This design comes from an exercise in tuning for small area on the open sky130 flow, not from production work. Where RTL was checked, it was by simulation tests only, not by an equivalence proof against the original.

// systolic_ctrl
module systolic_ctrl (
    input  logic        CLK,
    input  logic        RST,
    input  logic [23:0] instr_in,
    output logic        instr_stall,
    output logic [79:0] sram_input,
    output logic [79:0] sram_weight,
    output logic [1:0]  systolic_en_row_id,
    output logic [3:0]  systolic_en_w,
    output logic        wb_valid,
    output logic [15:0] wb_data,
    output logic        flag_finish
);
==> module systolic_ctrl, before the edit <==
module systolic_ctrl (
    input  logic        CLK,
    input  logic        RST,
    input  logic [23:0] instr_in,
    output logic        instr_stall,
    output logic [79:0] sram_input,
    output logic [79:0] sram_weight,
    output logic [1:0]  systolic_en_row_id,
    output logic [3:0]  systolic_en_w,
    output logic        wb_valid,
    output logic [15:0] wb_data,
    output logic        flag_finish
);
    localparam logic [2:0] S_IDLE  = 3'd0,  
                           S_START = 3'd1,  
                           S_WAIT  = 3'd2,  
                           S_PL    = 3'd3,  
                           S_RUN   = 3'd4,  
                           S_DRAIN = 3'd5,  
                           S_DONE  = 3'd6;  
    logic        cmd_vld;    
    logic        post;       
    logic [2:0]  opc;
    logic [11:0] fld;
    logic [7:0]  dat;
    logic [7:0]  trg;
    logic [7:0]  prm_s, prm_oc;
    logic [15:0] prm_ic;
    logic [2:0]  st;
    logic [7:0]  cnt;        
    logic [4:0]  cnt_hi;
    logic [7:0]  cnt_nxt;
    logic [13:0] d_ic;       
    logic [5:0]  d_oc;       
    logic busy;
    assign busy        = (st != S_IDLE);
    assign instr_stall = cmd_vld | busy;
    logic exe_prm, exe_ex;
    assign exe_prm = cmd_vld && (opc == 3'd1);
    assign exe_ex  = cmd_vld && (opc == 3'd4);
    logic [9:0] a_addr, p_base;
    assign a_addr = fld[9:0];
    assign p_base = {fld[11:10], dat};
    logic ic_nz, oc_nz, ic_more, oc_more, ic_zero, oc_zero, last;
    assign ic_nz   = |d_ic;
    assign oc_nz   = |d_oc;
    assign ic_more = (|d_ic[13:1]) || (d_ic[0] && |prm_ic[1:0]);
    assign oc_more = (|d_oc[5:1])  || (d_oc[0] && |prm_oc[1:0]);
    assign ic_zero = !ic_nz && (prm_ic[1:0] == 2'd0);
    assign oc_zero = !oc_nz && (prm_oc[1:0] == 2'd0);
    assign last    = (!ic_more && !oc_more) || ic_zero || oc_zero;
    logic [2:0] run_ic;
    logic [3:0] ic_mask, oc_mask;
    assign run_ic  = ic_nz ? 3'd4 : {1'b0, prm_ic[1:0]};
    assign ic_mask = ic_nz ? 4'hf : ~(4'hf << prm_ic[1:0]);
    assign oc_mask = oc_nz ? 4'hf : ~(4'hf << prm_oc[1:0]);
    logic pre, load, run;
    assign pre  = (st == S_PL) && !cnt[0];
    assign load = (st == S_PL) &&  cnt[0];
    assign run  = (st == S_RUN);
    logic [7:0] cnt_inc;
    assign cnt_inc = cnt + 8'd1;
    always_ff @(posedge CLK or posedge RST) begin
        if (RST) begin
            cmd_vld <= 1'b0;
            post    <= 1'b0;
            st      <= S_IDLE;
        end else begin
            cmd_vld <= !instr_stall && instr_in[23];
            post    <= cmd_vld;
            case (st)
                S_IDLE:  if (exe_ex) st <= S_START;
                S_START: st <= S_WAIT;
                S_WAIT:  st <= (ic_zero || oc_zero) ? S_DONE : S_PL;
                S_PL:    if (cnt[2:0] == 3'd7) st <= (prm_s == 8'd0) ? S_DRAIN : S_RUN;
                S_RUN:   if (cnt_inc == prm_s) st <= S_DRAIN;
                S_DRAIN: if (cnt[2:0] == 3'd7) st <= S_DONE;
                default: st <= last ? S_IDLE : S_WAIT;
            endcase
        end
    end
    assign cnt_nxt = (st == S_WAIT || (st == S_PL && cnt[2:0] == 3'd7) || (run && cnt_inc == prm_s))
                     ? 8'd0 : cnt_inc;
    assign cnt = {cnt_hi, opc};
    always_ff @(posedge CLK) begin
        cnt_hi <= cnt_nxt[7:3];
    end
    always_ff @(posedge CLK or posedge RST) begin
        if (RST) begin
            prm_s  <= '0;
            prm_oc <= '0;
            prm_ic <= '0;
            trg    <= '0;
        end else if (exe_prm) begin
            case (fld[3:0])
                4'd0: prm_s  <= dat;
                4'd1: prm_oc <= dat;
                4'd2: prm_ic <= {8'd0, dat};
                4'd3: trg    <= dat;
                4'd4: prm_ic[15:8] <= dat;
                default: ;
            endcase
        end
    end
    logic [9:0] delta;       
    logic       neg;
    assign neg   = !ic_nz && (prm_ic[1:0] != 2'd3);
    assign delta = ic_nz ? 10'd1 : {{8{neg}}, prm_ic[1] ^ prm_ic[0], ~prm_ic[0]};
    logic       last_ld, swap, inc, keep;
    logic [9:0] dsel, sum;
    assign last_ld = load && (cnt[2:1] == 2'd3);
    assign swap    = exe_ex || (st == S_START) || last_ld || (st == S_DONE);
    assign inc     = (load && !last_ld) || run;
    assign keep    = last_ld || ((st == S_DONE) && ic_more);
    assign dsel    = last_ld ? delta : {9'd0, inc};
    assign sum     = a_addr + dsel;
    always_ff @(posedge CLK) begin
        if (!instr_stall) begin
            {opc, fld, dat} <= instr_in[22:0];
        end else begin
            if (busy) begin
                opc <= cnt_nxt[2:0];
            end
            if (swap) begin
                fld[9:0]          <= p_base;
                {fld[11:10], dat} <= keep ? sum : 10'd0;
            end else if (inc) begin
                fld[9:0] <= sum;
            end
        end
    end
    always_ff @(posedge CLK) begin
        if (st == S_START) begin
            d_ic <= prm_ic[15:2];
            d_oc <= prm_oc[7:2];
        end else if (st == S_DONE) begin
            if (ic_more) begin
                d_ic <= d_ic - 14'd1;
            end else begin
                d_ic <= prm_ic[15:2];
                d_oc <= d_oc - 6'd1;
            end
        end
    end
    logic       ld, ld_i, ld_w;
    logic [3:0] sel, we_i, we_w, en_i, en_w;
    assign ld     = post && (opc == 3'd2);
    assign ld_i   = ld && (trg == 8'd0);
    assign ld_w   = ld && (trg == 8'd1);
    assign sel    = 4'b0001 << fld[11:10];
    assign we_i   = {4{ld_i}} & sel;
    assign we_w   = {4{ld_w}} & sel;
    assign en_i   = we_i | ({4{run}} & ic_mask);
    assign en_w   = we_w | ({4{pre}} & oc_mask);
    always_comb begin
        sram_input[79:76]  = we_i;
        sram_input[75:72]  = en_i;
        sram_weight[79:76] = we_w;
        sram_weight[75:72] = en_w;
        for (int i = 0; i < 4; i++) begin
            sram_input[32 + i*10 +: 10]  = en_i[i] ? a_addr : 10'd0;
            sram_weight[32 + i*10 +: 10] = en_w[i] ? a_addr : 10'd0;
            sram_input[i*8 +: 8]         = we_i[i] ? dat : 8'd0;
            sram_weight[i*8 +: 8]        = we_w[i] ? dat : 8'd0;
        end
    end
    assign systolic_en_w      = {4{load}};
    assign systolic_en_row_id = load ? cnt[2:1] : 2'd0;
    assign wb_valid = post && (opc == 3'd6) && (fld[3:2] == 2'd0);
    always_comb begin
        case (fld[1:0])
            2'd0:    wb_data = {8'd0, prm_s};
            2'd1:    wb_data = {8'd0, prm_oc};
            2'd2:    wb_data = prm_ic;
            default: wb_data = {8'd0, trg};
        endcase
    end
    assign flag_finish = (st == S_DONE) && last;
endmodule
export LEC_CHECK = 0
export ABC_AREA = 1
export CAP_MARGIN = 20
export CORE_MARGIN = 2
export CORE_UTILIZATION = 40
export CTS_BUF_LIST = sky130_fd_sc_hd__clkbuf_8
export SLEW_MARGIN = 20
create_clock -name core_clock -period 8.0 [get_ports {CLK}]
standard.sh (not shown) runs the stock make flow with config.mk's settings and CLKGATE_MAP_FILE= SYNTH_SCRIPT=/design/flow/synth_recipe.tcl, a recipe that flattens the netlist after the stock synthesis.
==> flow/flow/run.sh <==
#!/bin/bash
# Standard ORFS layout with three changes: ABC's area script replaced by a deeper one
# (flow/abc_area.script), the smallest buffer cell on every port, and no dummy clock loads.
set -euo pipefail
W=$PWD
rm -rf "$W/scripts_local"
cp -r "$FLOW_HOME/scripts" "$W/scripts_local"
cp "$W/flow/abc_area.script" "$W/scripts_local/abc_area.script"
export SCRIPTS_DIR="$W/scripts_local"
export BUFFER_PORTS_ARGS="-buffer_cell sky130_fd_sc_hd__buf_1"
export CTS_ARGS="-sink_clustering_enable -repair_clock_nets -dont_use_dummy_load -buf_list sky130_fd_sc_hd__clkbuf_8"
bash standard.sh > standard.log 2>&1
==> flow/flow/abc_area.script <==
strash
&get -n
&deepsyn -T 120
&put
balance -l
resub -K 6 -l
rewrite -l
resub -K 6 -N 2 -l
refactor -l
resub -K 8 -l
balance -l
resub -K 8 -N 2 -l
rewrite -l
resub -K 10 -l
rewrite -z -l
resub -K 10 -N 2 -l
balance -l
resub -K 12 -l
refactor -z -l
resub -K 12 -N 2 -l
rewrite -z -l
balance -l
dch -f
amap
topo
Change:
--- a/flow/design.v
+++ b/flow/design.v
@@ -94,13 +94,11 @@
     logic [7:0]  dat;
     logic [7:0]  trg;
     logic [7:0]  prm_s, prm_oc;
     logic [15:0] prm_ic;
     logic [2:0]  st;
-    logic [7:0]  cnt;        
-    logic [4:0]  cnt_hi;
-    logic [7:0]  cnt_nxt;
+    logic [7:0]  cnt;
     logic [13:0] d_ic;       
     logic [5:0]  d_oc;       
     logic busy;
     assign busy        = (st != S_IDLE);
     assign instr_stall = cmd_vld | busy;
@@ -146,15 +144,16 @@
                 S_DRAIN: if (cnt[2:0] == 3'd7) st <= S_DONE;
                 default: st <= last ? S_IDLE : S_WAIT;
             endcase
         end
     end
-    assign cnt_nxt = (st == S_WAIT || (st == S_PL && cnt[2:0] == 3'd7) || (run && cnt_inc == prm_s))
-                     ? 8'd0 : cnt_inc;
-    assign cnt = {cnt_hi, opc};
     always_ff @(posedge CLK) begin
-        cnt_hi <= cnt_nxt[7:3];
+        if (st == S_WAIT || (st == S_PL && cnt[2:0] == 3'd7) || (run && cnt_inc == prm_s)) begin
+            cnt <= '0;
+        end else begin
+            cnt <= cnt_inc;
+        end
     end
     always_ff @(posedge CLK or posedge RST) begin
         if (RST) begin
             prm_s  <= '0;
             prm_oc <= '0;
@@ -173,31 +172,24 @@
     end
     logic [9:0] delta;       
     logic       neg;
     assign neg   = !ic_nz && (prm_ic[1:0] != 2'd3);
     assign delta = ic_nz ? 10'd1 : {{8{neg}}, prm_ic[1] ^ prm_ic[0], ~prm_ic[0]};
-    logic       last_ld, swap, inc, keep;
-    logic [9:0] dsel, sum;
-    assign last_ld = load && (cnt[2:1] == 2'd3);
-    assign swap    = exe_ex || (st == S_START) || last_ld || (st == S_DONE);
-    assign inc     = (load && !last_ld) || run;
-    assign keep    = last_ld || ((st == S_DONE) && ic_more);
-    assign dsel    = last_ld ? delta : {9'd0, inc};
-    assign sum     = a_addr + dsel;
     always_ff @(posedge CLK) begin
         if (!instr_stall) begin
             {opc, fld, dat} <= instr_in[22:0];
-        end else begin
-            if (busy) begin
-                opc <= cnt_nxt[2:0];
-            end
-            if (swap) begin
-                fld[9:0]          <= p_base;
-                {fld[11:10], dat} <= keep ? sum : 10'd0;
-            end else if (inc) begin
-                fld[9:0] <= sum;
-            end
+        end else if (st == S_START) begin
+            fld <= '0;
+            dat <= '0;
+        end else if (load && cnt[2:1] == 2'd3) begin
+            fld[9:0]          <= p_base;
+            {fld[11:10], dat} <= a_addr + delta;
+        end else if (load || run) begin
+            fld[9:0] <= a_addr + 10'd1;
+        end else if (st == S_DONE) begin
+            fld[9:0]          <= p_base;
+            {fld[11:10], dat} <= ic_more ? a_addr : 10'd0;
         end
     end
     always_ff @(posedge CLK) begin
         if (st == S_START) begin
             d_ic <= prm_ic[15:2];
After rerunning:
- The new run completed without violations
- final area is higher by 3.7%
- clock-buffer cell count does not change
- setup slack got worse by 0.23 ns
- register-to-register slack improved by 0.23 ns
- utilization is higher by 1.0 points
Function not checked in the second run of this note: the RTL went through the layout flow alone.

afterwards: timing with drivers on the ports:
Ports are ideal in the flow. The routed layouts listed here were re-timed in OpenROAD. Step 1 assumes that a clkbuf_16 drives the clock port and a buf_2 every other input. Step 2 adds t to the input delays and takes it off the output delays; t is the mean of the earliest and latest rising clock arrival at the registers after step 1. Input paths then give back, and output paths get back, about the clock's delay inside the block. a / b / c = no drivers / after step 1 / after step 2; a / b = the first two.
run	shift t [ns]	setup WS [ns]	worst setup path after step 2	slew at the worst register clock pin (ns)	worst data-port slew with drivers (ns)
the first run	0.393	3.217 / 3.184 / 3.576	register to output	0.09 / 0.09	0.04
the second run	0.410	2.989 / 2.953 / 3.363	register to output	0.10 / 0.10	0.05
After both steps setup and hold are still met in every run listed.
